What follows belongs to an exercise in optimizing a design on an open flow for small area, a short achievable clock period and few clock cycles per item; a production flow would make more cautious choices.
The RTL was checked by simulation tests, not by an equivalence proof against the original design.
Power and IR drop assume default switching activity.

==> flow/design.v (outline; a module is shown in full before it is edited, if it fits) <==
// module dot9: 3146 lines
// module fa: 11 lines
// module hai: 10 lines
// module ha: 10 lines
// module cnn_top: 367 lines
module cnn_top
(
    input  logic        clk,
    input  logic        reset,
    input  logic        load_req,
    input  logic [15:0] load_cmd,        
    output logic        load_ack,
    input  logic        run_req,
    output logic        run_ack,
    output logic [81:0] result           
);
  // ...
==> flow/flow/run.sh <==
#!/bin/bash
# The standard layout, with timing repair aiming at 6.75 ns of setup slack
# against the design's 10 ns clock (a 3.25 ns critical path) instead of 0.
set -euo pipefail
bash standard.sh SETUP_SLACK_MARGIN=6.75 finish > standard_flow.log 2>&1
==> flow/standard.sh <==
#!/bin/bash
# synth_recipe.tcl (not shown) runs the flow's synth.tcl, then flattens the netlist and writes it again
# the make line also repeats each setting of config.mk as NAME=value (left out here)
make -C /OpenROAD-flow-scripts/flow DESIGN_CONFIG=/design/flow/config.mk WORK_HOME=/design/flow/orfs CLKGATE_MAP_FILE= SYNTH_SCRIPT=/design/flow/synth_recipe.tcl "${@:-finish}"
==> flow/config.mk <==
export PLATFORM = sky130hd
export DESIGN_NAME = cnn_top
export DESIGN_NICKNAME = cnn_top
export VERILOG_FILES = /design/flow/design.v
export SDC_FILE = /design/flow/constraint.sdc
export NUM_CORES = 4
export LEC_CHECK = 0
export CAP_MARGIN = 20
export CORE_MARGIN = 2
export CORE_UTILIZATION = 70
export CTS_CLUSTER_DIAMETER = 70
export CTS_CLUSTER_SIZE = 28
export SLEW_MARGIN = 20
export SYNTH_HIERARCHICAL = 1
export SYNTH_MINIMUM_KEEP_SIZE = 0
==> flow/constraint.sdc <==
create_clock -name core_clock -period 10.0 [get_ports {clk}]
set_input_delay 2.0000 -clock core_clock [delete_from_list [all_inputs] [get_ports {clk}]]
set_output_delay 2.0000 -clock core_clock [all_outputs]
set_load 0.01 [all_outputs]
==> impl_metrics.csv, run 1 <==
group,metric,value,unit
run_status,outcome,"no timing/DRC/antenna violations",
routing,wl_met2,68.41,mm
cells_and_area,buffers,128,
timing,fmax,308.2,MHz
logic_synthesis,ys.flop_type,"dfxtp_1",
run,cap_violations,0,
cells_and_area,postLayoutCoreUtil,75.14,%
logic_synthesis,synth_cells,4428,
logic_synthesis,synth_cell_types,90,
cells_and_area,clkbuf_count,95,
floorplanning,die_width,294.6,µm
logic_synthesis,synth_common_cells,"dfxtp_1, nand2_1, fa_1",
routing,routed_via_density,6.258,
cells_and_area,multiInputGateArea,26620,µm²
timing,worstMarginPinSlew,1041,ps
cells_and_area,fin_cells,5609,
power,powerSeq,7720,µW
global_routing,first_global_vias,35480,
power,seq_power_share,47.4,%
critical_path,cp_slowest_cell,"edfxtp_1",
global_routing,grt_first_pass_wirelength,231.3,mm
cells_and_area,drive_gt1_share,16.75,%
critical_path,ff2ff_path_depth,5,
logic_synthesis,ys_ff_latch,1452,
cells_and_area,largest_reg_flops,512,
timing,setup_slack,6756,ps
clock_network,path_clk_slew,100,ps
cells_and_area,syn_to_final_growth,6.380,%
cells_and_area,n_antenna_cell,4,
power,comb-power,5250,µW
timing,setup_violations,0,
cells_and_area,top_regs,"img: 512 flops, wts: 288 flops, scores: 80 flops",
clock_network,post_cts_resized,334,
floorplanning,dieArea,86790,µm²
cells_and_area,clk_share,3.532,%
timing,slew_violations,0,
cells_and_area,regArea,31230,µm²
timing,period_minus_slack,3244,ps
cells_and_area,largest_cell_class,"sequential cells",
power,combPwrFrac,32.3,%
power,p_clk,3310,µW
logic_synthesis,seq_area_frac_synth,52.82,%
floorplanning,rows,106,
Testbench counts, summed over its fixed seeds: cycles 12,128, items 64.
==> module cnn_top, before the edit <==
module cnn_top
(
    input  logic        clk,
    input  logic        reset,
    input  logic        load_req,
    input  logic [15:0] load_cmd,        
    output logic        load_ack,
    input  logic        run_req,
    output logic        run_ack,
    output logic [81:0] result           
);
    function automatic logic gt8(input logic [7:0] a, input logic [7:0] b);
        logic r;
        r = 1'b0;
        for (int i = 0; i < 8; i++)
        begin
            r = (a[i] & ~b[i]) | (~(a[i] ^ b[i]) & r);
        end
        gt8 = r;
    endfunction
    function automatic logic gt22(input logic [21:0] a, input logic [21:0] b);
        logic r;
        r = 1'b0;
        for (int i = 0; i < 22; i++)
        begin
            r = (a[i] & ~b[i]) | (~(a[i] ^ b[i]) & r);
        end
        gt22 = r;
    endfunction
    logic [2:0] ph;
    always_ff @(posedge clk or negedge reset)
    begin
        if (!reset)
        begin
            ph <= '0;
        end
        else
        begin
            ph <= ph + 3'd1;
        end
    end
    logic       running;         
    logic       busy;
    assign busy = run_req || running || run_ack;
    logic        take;
    logic        wv;             
    logic        wv2;            
    logic        we_img;         
    logic        we_wts;         
    logic        we_flt;         
    assign take = load_req && !load_ack && !busy;
    always_ff @(posedge clk or negedge reset)
    begin
        if (!reset)
        begin
            load_ack <= 1'b0;
            wv       <= 1'b0;
            wv2      <= 1'b0;
        end
        else
        begin
            wv  <= take;
            wv2 <= wv;
            if (take)
            begin
                load_ack <= 1'b1;
            end
            else if (!load_req)
            begin
                load_ack <= 1'b0;
            end
        end
    end
    logic       w_isi;           
    logic       w_isf;           
    logic       w_isw;           
    logic [2:0] w_row;
    logic [2:0] w_col;
    logic [3:0] w_k;             
    logic [1:0] w_cls;           
    logic [7:0] w_data;
    logic [2:0] w_islot;         
    logic [1:0] w_wslot;         
    always_ff @(posedge clk)
    begin
        if (!load_ack)
        begin
            w_isi  <= load_cmd[15:14] == 2'd0;
            w_isf  <= load_cmd[15:14] == 2'd1 && load_cmd[13:8] < 6'(3*3);
            w_isw  <= load_cmd[15:14] == 2'd2 && load_cmd[13:8] < 6'(36);
            w_row  <= load_cmd[13:11];
            w_col  <= load_cmd[10:8];
            w_data <= load_cmd[7:0];
            w_k    <= load_cmd[11:8];
            w_cls  <= 2'd0;
            for (int q = 0; q < 4; q++)
            begin
                for (int k = 0; k < 9; k++)
                begin
                    if (load_cmd[13:8] == 6'(9*q + k))
                    begin
                        w_cls <= 2'(q);
                        w_k   <= 4'(k);
                    end
                end
            end
        end
    end
    assign w_islot = w_col - ph - 3'd1;
    assign w_wslot = w_cls - ph[1:0] - 2'd1;
    assign we_img = (wv || wv2) && w_islot[0] && w_isi;
    assign we_wts = (wv || wv2) && w_wslot[0] && w_isw;
    assign we_flt = wv && w_isf;
    logic [511:0] img;           
    always_ff @(posedge clk)
    begin
        for (int r = 0; r < 8; r++)
        begin
            for (int s = 0; s < 8; s++)
            begin
                if (s % 2 == 1 && we_img && w_row == 3'(r) && w_islot == 3'(s))
                begin
                    img[(8*r+s)*8 +: 8] <= w_data;
                end
                else
                begin
                    img[(8*r+s)*8 +: 8] <= img[(8*r+(s+1)%8)*8 +: 8];
                end
            end
        end
    end
    logic [71:0]  filt;          
    logic [287:0] wts;           
    always_ff @(posedge clk)
    begin
        for (int k = 0; k < 9; k++)
        begin
            if (we_flt && w_k == 4'(k))
            begin
                filt[k*8 +: 8] <= w_data;
            end
        end
        for (int s = 0; s < 4; s++)
        begin
            for (int k = 0; k < 9; k++)
            begin
                if (s % 2 == 1 && we_wts && w_wslot == 2'(s) && w_k == 4'(k))
                begin
                    wts[(9*s+k)*8 +: 8] <= w_data;
                end
                else
                begin
                    wts[(9*s+k)*8 +: 8] <= wts[(9*((s+1)%4)+k)*8 +: 8];
                end
            end
        end
    end
    localparam int DLAT = 4;
    logic       sweep;           
    logic [5:0] rsel;            
    logic [5:0] nwin;            
    logic       tail;            
    logic [3:0] tcnt;
    logic       dsel;            
    logic       issue;
    logic       start;
    logic       start_q;
    logic [2:0] phn;             
    logic [1:0] gi;
    logic [3:0] grp;
    assign phn   = ph + 3'd1;
    assign issue = sweep && !(phn[2] && phn[1]);     
    assign start = !running && !run_ack && run_req;
    always_comb
    begin
        gi = 2'd0;
        for (int i = 0; i < 6; i++)
        begin
            if (rsel[i])
            begin
                gi = 2'(i / 2);
            end
        end
        grp = 4'(gi) * 4'd3 + 4'(phn[2:1]);
    end
    always_ff @(posedge clk or negedge reset)
    begin
        if (!reset)
        begin
            running <= 1'b0;
            run_ack <= 1'b0;
            sweep   <= 1'b0;
            rsel    <= '0;
            nwin    <= '0;
            tail    <= 1'b0;
            tcnt    <= '0;
            dsel    <= 1'b0;
            start_q <= 1'b0;
        end
        else
        begin
            start_q <= start;
            if (start)
            begin
                running <= 1'b1;
                sweep   <= 1'b1;
                rsel    <= 6'b000001;
                nwin    <= '0;
            end
            if (sweep)
            begin
                if (phn == 3'd7)
                begin
                    rsel <= {rsel[4:0], rsel[5]};
                end
                if (issue)
                begin
                    nwin <= nwin + 6'd1;
                    if (nwin == 6'd35)
                    begin
                        sweep <= 1'b0;
                        rsel  <= '0;
                        tail  <= 1'b1;
                        tcnt  <= '0;
                    end
                end
            end
            if (tail)
            begin
                tcnt <= tcnt + 4'd1;
                dsel <= tcnt >= 4'(DLAT - 1) && tcnt <= 4'(DLAT + 2);
                if (tcnt == 4'(2*DLAT + 3))
                begin
                    tail    <= 1'b0;
                    running <= 1'b0;
                    run_ack <= 1'b1;
                end
            end
            if (run_ack && !run_req)
            begin
                run_ack <= 1'b0;
            end
        end
    end
    logic [71:0] feat;           
    logic [71:0] feat_d;         
    logic [71:0] opa;            
    logic [71:0] opb;            
    always_ff @(posedge clk)
    begin
        for (int r = 0; r < 3; r++)
        begin
            for (int c = 0; c < 3; c++)
            begin
                logic [7:0] x;
                x = dsel ? feat[(3*r+c)*8 +: 8] : 8'd0;
                for (int i = 0; i < 6; i++)
                begin
                    x = x | (rsel[i] ? img[(8*(i+r)+c+1)*8 +: 8] : 8'd0);
                end
                opa[(3*r+c)*8 +: 8] <= x;
                opb[(3*r+c)*8 +: 8] <= dsel ? wts[(9+3*r+c)*8 +: 8] : filt[(3*r+c)*8 +: 8];
            end
        end
    end
    logic signed [19:0] sum;
    dot9 u_dot9 (.clk(clk), .a(opa), .b(opb), .sum(sum));
    logic       cv [1:DLAT];     
    logic       dv [1:DLAT];     
    logic [3:0] g [1:DLAT];      
    logic       dvl;             
    logic [1:0] qd;              
    logic       fd;              
    always_ff @(posedge clk or negedge reset)
    begin
        if (!reset)
        begin
            for (int i = 1; i <= DLAT; i++)
            begin
                cv[i] <= 1'b0;
                dv[i] <= 1'b0;
            end
        end
        else
        begin
            cv[1] <= issue;
            dv[1] <= dsel;
            for (int i = 2; i <= DLAT; i++)
            begin
                cv[i] <= cv[i-1];
                dv[i] <= dv[i-1];
            end
        end
    end
    always_ff @(posedge clk)
    begin
        g[1] <= dsel ? {2'b00, phn[1:0]} : grp;      
        for (int i = 2; i <= DLAT; i++)
        begin
            g[i] <= g[i-1];
        end
        dvl <= dv[DLAT];
    end
    assign qd = g[DLAT][1:0];
    assign fd = !dvl;
    logic signed [19:0] sum_q;
    logic [7:0]  relu_q;
    always_ff @(posedge clk)
    begin
        sum_q <= sum;
        if (sum[19])
        begin
            relu_q <= 8'd0;
        end
        else if (|sum[18:8])
        begin
            relu_q <= 8'd255;
        end
        else
        begin
            relu_q <= sum[7:0];
        end
    end
    logic [8:0]  upd;
    always_comb
    begin
        for (int i = 0; i < 9; i++)
        begin
            upd[i] = cv[DLAT] && g[DLAT] == 4'(i) && gt8(relu_q, feat[i*8 +: 8]);
            if (start_q)
            begin
                feat_d[i*8 +: 8] = 8'd0;
            end
            else if (upd[i])
            begin
                feat_d[i*8 +: 8] = relu_q;
            end
            else
            begin
                feat_d[i*8 +: 8] = feat[i*8 +: 8];
            end
        end
    end
    logic signed [19:0] scores [0:3];
    logic signed [19:0] best;
    logic [1:0]         win_class;
    always_ff @(posedge clk)
    begin
        feat <= feat_d;
        if (dv[DLAT])
        begin
            for (int c = 0; c < 4; c++)
            begin
                if (qd == 2'(c))
                begin
                    scores[c] <= sum_q;
                end
            end
            if (fd || gt22({~sum_q[19], sum_q[18:0], ~qd}, {~best[19], best[18:0], ~win_class}))
            begin
                best      <= sum_q;
                win_class <= qd;
            end
        end
    end
    assign result = {win_class, scores[3], scores[2], scores[1], scores[0]};
endmodule
==> run 2, diff against run 1 <==
--- a/flow/design.v
+++ b/flow/design.v
@@ -3347,7 +3347,8 @@
     logic [1:0] gi;
     logic [3:0] grp;
     assign phn   = ph + 3'd1;
-    assign issue = sweep && !(phn[2] && phn[1]);     
+    logic [1:0] wc;
+    assign issue = sweep && !(phn[2] && phn[1]) && wc[1];     
     assign start = !running && !run_ack && run_req;
     always_comb
     begin
@@ -3369,6 +3370,7 @@
             run_ack <= 1'b0;
             sweep   <= 1'b0;
             rsel    <= '0;
+            wc      <= '0;
             nwin    <= '0;
             tail    <= 1'b0;
             tcnt    <= '0;
@@ -3383,14 +3385,19 @@
                 running <= 1'b1;
                 sweep   <= 1'b1;
                 rsel    <= 6'b000001;
+                wc      <= 2'd0;
                 nwin    <= '0;
             end
             if (sweep)
             begin
-                if (phn == 3'd7)
+                if (phn == 3'd5)
                 begin
                     rsel <= {rsel[4:0], rsel[5]};
                 end
+                if (!wc[1])
+                begin
+                    wc <= wc + 2'd1;
+                end
                 if (issue)
                 begin
                     nwin <= nwin + 6'd1;
@@ -3432,9 +3439,16 @@
             begin
                 logic [7:0] x;
                 x = dsel ? feat[(3*r+c)*8 +: 8] : 8'd0;
-                for (int i = 0; i < 6; i++)
+                if (c < 2)
+                begin
+                    x = x | (dsel ? 8'd0 : opa[(3*r+c+1)*8 +: 8]);
+                end
+                else
                 begin
-                    x = x | (rsel[i] ? img[(8*(i+r)+c+1)*8 +: 8] : 8'd0);
+                    for (int i = 0; i < 6; i++)
+                    begin
+                        x = x | (rsel[i] ? img[(8*(i+r)+3)*8 +: 8] : 8'd0);
+                    end
                 end
                 opa[(3*r+c)*8 +: 8] <= x;
                 opb[(3*r+c)*8 +: 8] <= dsel ? wts[(9+3*r+c)*8 +: 8] : filt[(3*r+c)*8 +: 8];
--- a/flow/config.mk
+++ b/flow/config.mk
@@ -8,8 +8,8 @@
 export CAP_MARGIN = 20
 export CORE_MARGIN = 2
 export CORE_UTILIZATION = 70
-export CTS_CLUSTER_DIAMETER = 70
-export CTS_CLUSTER_SIZE = 28
+export CTS_CLUSTER_DIAMETER = 65
+export CTS_CLUSTER_SIZE = 26
 export SLEW_MARGIN = 20
 export SYNTH_HIERARCHICAL = 1
 export SYNTH_MINIMUM_KEEP_SIZE = 0
==> impl_metrics.csv, run 2 <==
group,metric,value,unit
worst_hold_path,min_to,"img[288]$_DFF_P_",
critical_path,worstPathCellList,"buf_2",
global_routing,grt_first_pass_wirelength,215.6,mm
routing,wl_per_cell,26.63,µm
clock_network,clockBufferDepth,3,
floorplanning,ios,104,
critical_path,path_delay_family,"flip-flops",
global_routing,grt-ovfl-total,0,
logic_synthesis,syn_area,58130,µm²
clock_network,cts_buffers,75,
logic_synthesis,synth_cells,4253,
timing,skew,40.13,ps
timing,fmax,307.4,MHz
routing,dr.pass1.iters,8,
critical_path,rrSetupSlack,6760,ps
timing,worstMarginPinSlew,1230,ps
cells_and_area,fin_cells,5414,
critical_path,end_kind,"primary output",
cells_and_area,largest_reg_flops,512,
logic_synthesis,synth_top_area_cell,"dfxtp_1",
logic_synthesis,synth_top_area_share,41.98,%
routing,vias,32790,
critical_path,arrival,1250,ps
critical_path,ff2ff_path_depth,5,
power,ir_drop,184.9,µV
place,dp_slack,6085,ps
clock_network,root_buffer,"clkbuf_16",
timing,finalSetupTns,0,ps
cells_and_area,drive_gt1_share,18.93,%
routing,antenna_left,0,
run_status,outcome,"no timing/DRC/antenna violations",
logic_synthesis,async_reset_ff_share,2.613,%
cells_and_area,fin_nets,4972,
cells_and_area,syn_to_final_growth,7.032,%
logic_synthesis,ys_ff_latch,1454,
floorplanning,dieArea,85360,µm²
floorplanning,design.core.area,82110,µm²
worst_hold_path,hold_start,"img[296]$_DFF_P_",
place,dp.cells,5276,
critical_path,critPathMaxFanout,1,
timing,setup_violations,0,
global_routing,grt_max_degree,81,
worst_hold_path,holdPathStages,0,
cells_and_area,design_area,62220,µm²
timing,max-slew-margin-rel,17.69,%
place,hpwlAfterDp,106.1,mm
clock_network,cts_htree_levels,3,
timing,post-route-period-util,32.53,%
place,placed_cell_area,60040,µm²
power,powerDensity,193.3,nW/µm²
global_routing,grt.total_usage,34.40,%
logic_synthesis,syn_avg_cell_area,13.67,µm²
place,port_buffers,103,
clock_network,clock_sinks,1454,
run,cap_violations,0,
critical_path,worst-setup-path-type,"reg2out",
logic_synthesis,synthTopCellsByArea,"dfxtp_1, fa_1, edfxtp_1",
global_routing,first_global_vias,34080,
critical_path,start_kind,"flop",
clock_network,insertion_delay,680,ps
cells_and_area,layout.cells.most_common_list,"dfxtp_1, fa_1, nand2_1",
cells_and_area,top_register,"img",
logic_synthesis,seq_area_frac_synth,53.79,%
cells_and_area,final_common_cell,"dfxtp_1",
routing,drc,0,
global_routing,antenna_found_initial,4,
critical_path,r2r_start,"opb[68]$_DFF_P_",
floorplanning,rows,105,
timing,rsz0062_at_grt,"true",
power,cellLeakagePower,0.02256,µW
routing,routed_via_density,6.056,
cells_and_area,top_regs,"img: 512 flops, wts: 288 flops, scores: 80 flops",
logic_synthesis,yosysMostFrequentCell,"dfxtp_1",
logic_synthesis,synth-edff-count,197,
place,gp_routability_congestion,0.9994,
clock_network,path_clk_slew,100,ps
routing,wl,144.2,mm
logic_synthesis,ys.flop_type,"dfxtp_1",
clock_network,cts_tree,"built",
critical_path,cp.required,8000,ps
routing,first_iter_violations,3396,
floorplanning,start_util,70.79,%
logic_synthesis,synth_cell_types,88,
floorplanning,die_width,292.2,µm
critical_path,r2r_end,"u_dot9.q1_102$_DFF_P_",
floorplanning,dieHeight,292.2,µm
critical_path,cp.buffers_inverters,1,
logic_synthesis,synth_common_cells,"dfxtp_1, fa_1, nand2_1",
critical_path,critPathMaxStageDelay,420,ps
timing,period_minus_slack,3253,ps
worst_hold_path,hp-class,"reg2reg",
timing,hold_violations,0,
critical_path,cp_slowest_cell,"edfxtp_1",
logic_synthesis,ys_warn_count,12,
timing,slew_violations,0,
timing,setup_slack,6747,ps
run 2: how the worst max path moves through the flow:
stage	from	endpoint	slack, ps	cells after the start
2_1_floorplan	load_cmd[11]	w_k[2]$_SDFFCE_PP0N_	6780	5
3_3_place_gp	load_cmd[11]	w_k[1]$_SDFFCE_PP0N_	6030	5
3_5_place_dp	load_cmd[11]	w_k[1]$_SDFFCE_PP0N_	6090	5
4_1_cts	scores[1][1]$_DFFE_PP_	result[21]	6710	1
5_1_grt	win_class[1]$_DFFE_PP_	result[81]	6700	1
6_report	scores[1][1]$_DFFE_PP_	result[21]	6750	1
run 2: cells by family (layout without fill, tap and decap cells):
group	Yosys count	after routing	share of synthesized area, %
xor+xnor	20	20	0.3767
fa+ha+maj	664	664	21.42
buf+inv	327	413	2.122
mux	601	601	11.48
flops	1454	1454	53.79
other cells	1	6	0.006451
simple gates	933	933	7.628
compound gates	253	253	3.171
run 2: cell type report:
class / instances / area, µm²
tap: 1070 / 1339
multi-input combinational: 2476 / 25720
clock buffer: 97 / 2011
clock inverter: 35 / 481.7
antenna: 1 / 2.502
sequential: 1454 / 31280
inverter: 153 / 574.3
timing repair buffer: 128 / 815.8
fill: 5180 / 19890
run 2: repair_timing:
item / CTS / global route
setup endpoints to repair: 92 / 47
hold buffers: 0 / 0
gates resized for setup: 338 / 14
pin swaps: 0 / 2
buffers inserted: 2 / 3
run 2: stage by stage:
stage | power, µW | utilization (%) | hold slack, ps
2_1_floorplan | 7932 | - | 309.6
3_3_place_gp | 8490 | 73.10 | 309.6
3_5_place_dp | 8561 | 73.12 | 312.1
4_1_cts | 12020 | 75.68 | 317.4
5_1_grt | 12560 | 75.77 | 329.3
6_report | 12020 | 75.77 | 310.4
run 2: Yosys stat by module, one instance, submodules excluded:
module	copies in the design	cells	cell area, µm²
hai	5	5	27.53
cnn_top	1	2766	40460
dot9	1	913	6545
fa	549	1	20.02
run 2: report_power, final:
group / switching, µW / internal (µW)
logic: 1070 / 754
registers: 396 / 6290
clock network: 1970 / 1550
total: 3440 / 8590
run 2: routing by layer:
layer  global-route usage [%]  wire length (µm)  vias to the layer above
met3                    9.103             14490                      307
li1                         -                 -                    14220
met2                    52.00             63980                     1542
met5                        0                 0                        -
met1                    48.93             60510                    16720
met4                    11.32              5190                        0
Testbench counts of run 2, summed over its fixed seeds: cycles 12,264, items 64.
==> run 3, diff against run 2 <==
==> flow/flow/run.sh (replaced) <==
#!/bin/bash
# The standard layout, with timing repair aiming at 6.8 ns of setup slack
# against the design's 10 ns clock (a 3.2 ns critical path) instead of 0.
set -euo pipefail
bash standard.sh SETUP_SLACK_MARGIN=6.8 finish > standard_flow.log 2>&1
--- a/flow/config.mk
+++ b/flow/config.mk
@@ -8,8 +8,8 @@
 export CAP_MARGIN = 20
 export CORE_MARGIN = 2
 export CORE_UTILIZATION = 70
-export CTS_CLUSTER_DIAMETER = 65
-export CTS_CLUSTER_SIZE = 26
+export CTS_CLUSTER_DIAMETER = 70
+export CTS_CLUSTER_SIZE = 28
 export SLEW_MARGIN = 20
 export SYNTH_HIERARCHICAL = 1
 export SYNTH_MINIMUM_KEEP_SIZE = 0
==> impl_metrics.csv, run 3 <==
group,metric,value,unit
run_status,outcome,"no timing/DRC/antenna violations",
critical_path,critPathMaxStageDelay,440,ps
place,placed_cell_area,60030,µm²
routing,routed_via_density,6.048,
clock_network,root_buffer,"clkbuf_16",
floorplanning,ios,104,
worst_hold_path,min_to,"g[3][3]$_DFF_P_",
timing,period_minus_slack,3262,ps
cells_and_area,fill_cells,5234,
timing,skew,48.35,ps
logic_synthesis,ys_ff_latch,1454,
critical_path,worst-setup-path-type,"reg2out",
global_routing,grt-ovfl-total,0,
timing,post-route-period-util,32.62,%
power,ir_drop,195.5,µV
global_routing,grt_max_degree,81,
logic_synthesis,async_reset_ff_share,2.613,%
worst_hold_path,hold_start,"g[2][3]$_DFF_P_",
place,port_buffers,103,
critical_path,start_kind,"flop",
cells_and_area,fin_nets,4960,
logic_synthesis,yosysMostFrequentCell,"dfxtp_1",
routing,vias,32600,
cells_and_area,postLayoutCoreUtil,75.33,%
logic_synthesis,synth-edff-count,197,
critical_path,cp_slowest_cell,"edfxtp_1",
floorplanning,dieHeight,292.2,µm
timing,max-slew-margin-rel,28.80,%
worst_hold_path,hp-class,"reg2reg",
logic_synthesis,synthTopCellsByArea,"dfxtp_1, fa_1, edfxtp_1",
logic_synthesis,ys_warn_count,12,
clock_network,cts_buffers,66,
cells_and_area,drive_gt1_share,18.62,%
logic_synthesis,synth_cells,4253,
logic_synthesis,synth-compound-area-share,3.171,%
clock_network,cts_tree,"built",
timing,slew_violations,0,
critical_path,r2r_end,"u_dot9.q1_20$_DFF_P_",
routing,dr.pass1.iters,10,
place,hpwlAfterDp,105.0,mm
critical_path,end_kind,"primary output",
critical_path,path_delay_family,"flip-flops",
clock_network,clockBufferDepth,3,
cells_and_area,design_area,61860,µm²
cells_and_area,top_regs,"img: 512 flops, wts: 288 flops, scores: 80 flops",
logic_synthesis,synthAdderAreaFrac,21.42,%
floorplanning,dieArea,85360,µm²
routing,first_iter_violations,3290,
timing,finalSetupTns,0,ps
logic_synthesis,synth_xor_area_share,0.3767,%
cells_and_area,top_register,"img",
clock_network,clock_sinks,1454,
logic_synthesis,synth_cell_types,88,
timing,worstMarginPinSlew,1064,ps
floorplanning,start_util,70.79,%
critical_path,arrival,1260,ps
logic_synthesis,synthMuxAreaShare,11.48,%
routing,wl_per_cell,26.29,µm
logic_synthesis,seq_area_frac_synth,53.79,%
routing,wl,141.7,mm
cells_and_area,fin_cells,5389,
cells_and_area,syn_to_final_growth,6.410,%
logic_synthesis,ys.flop_type,"dfxtp_1",
run,cap_violations,0,
clock_network,cts_htree_levels,3,
worst_hold_path,holdPathStages,0,
floorplanning,die_width,292.2,µm
power,powerDensity,189.5,nW/µm²
critical_path,ff2ff_path_depth,5,
timing,rsz0062_at_grt,"true",
floorplanning,rows,105,
logic_synthesis,syn_avg_cell_area,13.67,µm²
place,gp_routability_congestion,1.014,
clock_network,path_clk_slew,100,ps
timing,hold_violations,0,
global_routing,grt.total_usage,33.89,%
logic_synthesis,synth_top_area_cell,"dfxtp_1",
logic_synthesis,synth_common_cells,"dfxtp_1, fa_1, nand2_1",
routing,drc,0,
clock_network,cts_hold_buf,0,
power,cellLeakagePower,0.02235,µW
timing,fmax,306.6,MHz
critical_path,cp.buffers_inverters,1,
critical_path,r2r_start,"opa[65]$_DFF_P_",
global_routing,antenna_found_initial,5,
logic_synthesis,syn_area,58130,µm²
timing,setup_violations,0,
global_routing,grt_first_pass_wirelength,212.4,mm
routing,antenna_left,0,
cells_and_area,layout.cells.most_common_list,"dfxtp_1, fa_1, nand2_1",
global_routing,first_global_vias,33340,
critical_path,critPathMaxFanout,1,
critical_path,worstPathCellList,"buf_2",
critical_path,cp.required,8000,ps
cells_and_area,final_common_cell,"dfxtp_1",
logic_synthesis,synth_top_family_by_area,"adder cells",
critical_path,rrSetupSlack,6810,ps
cells_and_area,n_antenna_cell,0,
floorplanning,design.core.area,82110,µm²
cells_and_area,largest_reg_flops,512,
clock_network,insertion_delay,670,ps
logic_synthesis,synth_top_area_share,41.98,%
logic_synthesis,synth-simple-area-share,7.628,%
place,dp.cells,5274,
run 3: cell counts after synthesis:
Identical to the previous run, type by type.
run 3: layout make-up:
type	instances	area [µm²]	area share, %
sequential	1454	31290	50.58
multi-input combinational	2476	25740	41.62
clock buffer	95	1813	2.931
tap	1070	1339	2.164
timing repair buffer	125	799.5	1.293
inverter	153	574.3	0.9285
clock inverter	16	297.8	0.4814
run 3: power breakdown:
part	leakage, µW	internal [µW]	switching (µW)	total, µW
Clock	0.00101	1360	1840	3200
Sequential	0.0122	6290	401	6690
Combinational	0.00914	754	1070	1830
run 3: cell families after synthesis:
| family | Yosys count |
|---|---|
| fa+ha+maj | 664 |
| simple gates | 933 |
| xor+xnor | 20 |
| compound gates | 253 |
| mux | 601 |
| other cells | 1 |
| buf+inv | 327 |
| flops | 1454 |
run 3: worst max path at each step:
stage                      endpoint                    from  slack (ps)  depth (start not counted)
6_report                 result[21]  scores[1][1]$_DFFE_PP_        6740                          1
5_1_grt                  result[21]  scores[1][1]$_DFFE_PP_        6700                          1
4_1_cts                  result[21]  scores[1][1]$_DFFE_PP_        6710                          1
3_5_place_dp   w_k[1]$_SDFFCE_PP0N_            load_cmd[11]        6100                          5
3_3_place_gp   w_k[1]$_SDFFCE_PP0N_            load_cmd[11]        6050                          5
2_1_floorplan  w_k[2]$_SDFFCE_PP0N_            load_cmd[12]        6830                          5
run 3: repair_timing:
item | 4_1_cts | 5_1_grt
hold endpoints to repair | 0 | 0
resized for setup | 341 | 25
setup endpoints to repair | 101 | 144
pin swaps | 0 | 1
buffers inserted | 3 | 1
run 3: modules after synthesis, one instance, submodules excluded:
module	flops+latches	cells	cell area (µm²)
cnn_top	1296	2766	40460
dot9	158	913	6545
hai	0	5	27.53
fa	0	1	20.02
run 3: per-layer routing:
layer	global-route usage (%)	wire length (µm)	share of wire, %
met1	49.46	60130	42
met2	50.89	62570	44
met3	8.768	14620	10
met4	9.303	4365	3.1
met5	0	0	0
run 3: metrics by stage:
step           power (µW)  setup slack, ps  hold slack (ps)
2_1_floorplan        7932             6829            309.6
3_3_place_gp         8488             6053            309.5
3_5_place_dp         8564             6097            312.1
4_1_cts             11720             6705            312.7
5_1_grt             12230             6697            319.3
6_report            11720             6738            314.6

-- port drivers added, routing unchanged --
In the flow no input, the clock included, has a driving cell. The finished layouts below were timed again as built, in two steps.
Step 1 assumes that a clkbuf_16 drives the clock port and a buf_2 every other input.
Step 2 also shifts input and output timing later by t, the mid clock arrival at the registers, as if the neighbouring blocks saw the same clock.
Three values: no drivers, after step 1, after step 2; two values: the first two.
run	shift t [ns]	setup slack, ns	worst hold slack (ns)	latest minus earliest clock arrival (ns)	worst slew at a driven data input, ns
run 1	0.714	6.756 / 6.686 / 6.155	0.319 / 0.319 / 0.319	0.055 / 0.056	0.04
run 2	0.728	6.747 / 6.677 / 6.276	0.310 / 0.310 / 0.310	0.040 / 0.040	0.04
run 3	0.712	6.738 / 6.674 / 6.211	0.315 / 0.315 / 0.315	0.049 / 0.048	0.04
After both steps every run listed still meets setup and hold. For run 1, which loses most, drivers alone change the setup slack by -0.070 ns; drivers and shift together by -0.601 ns.
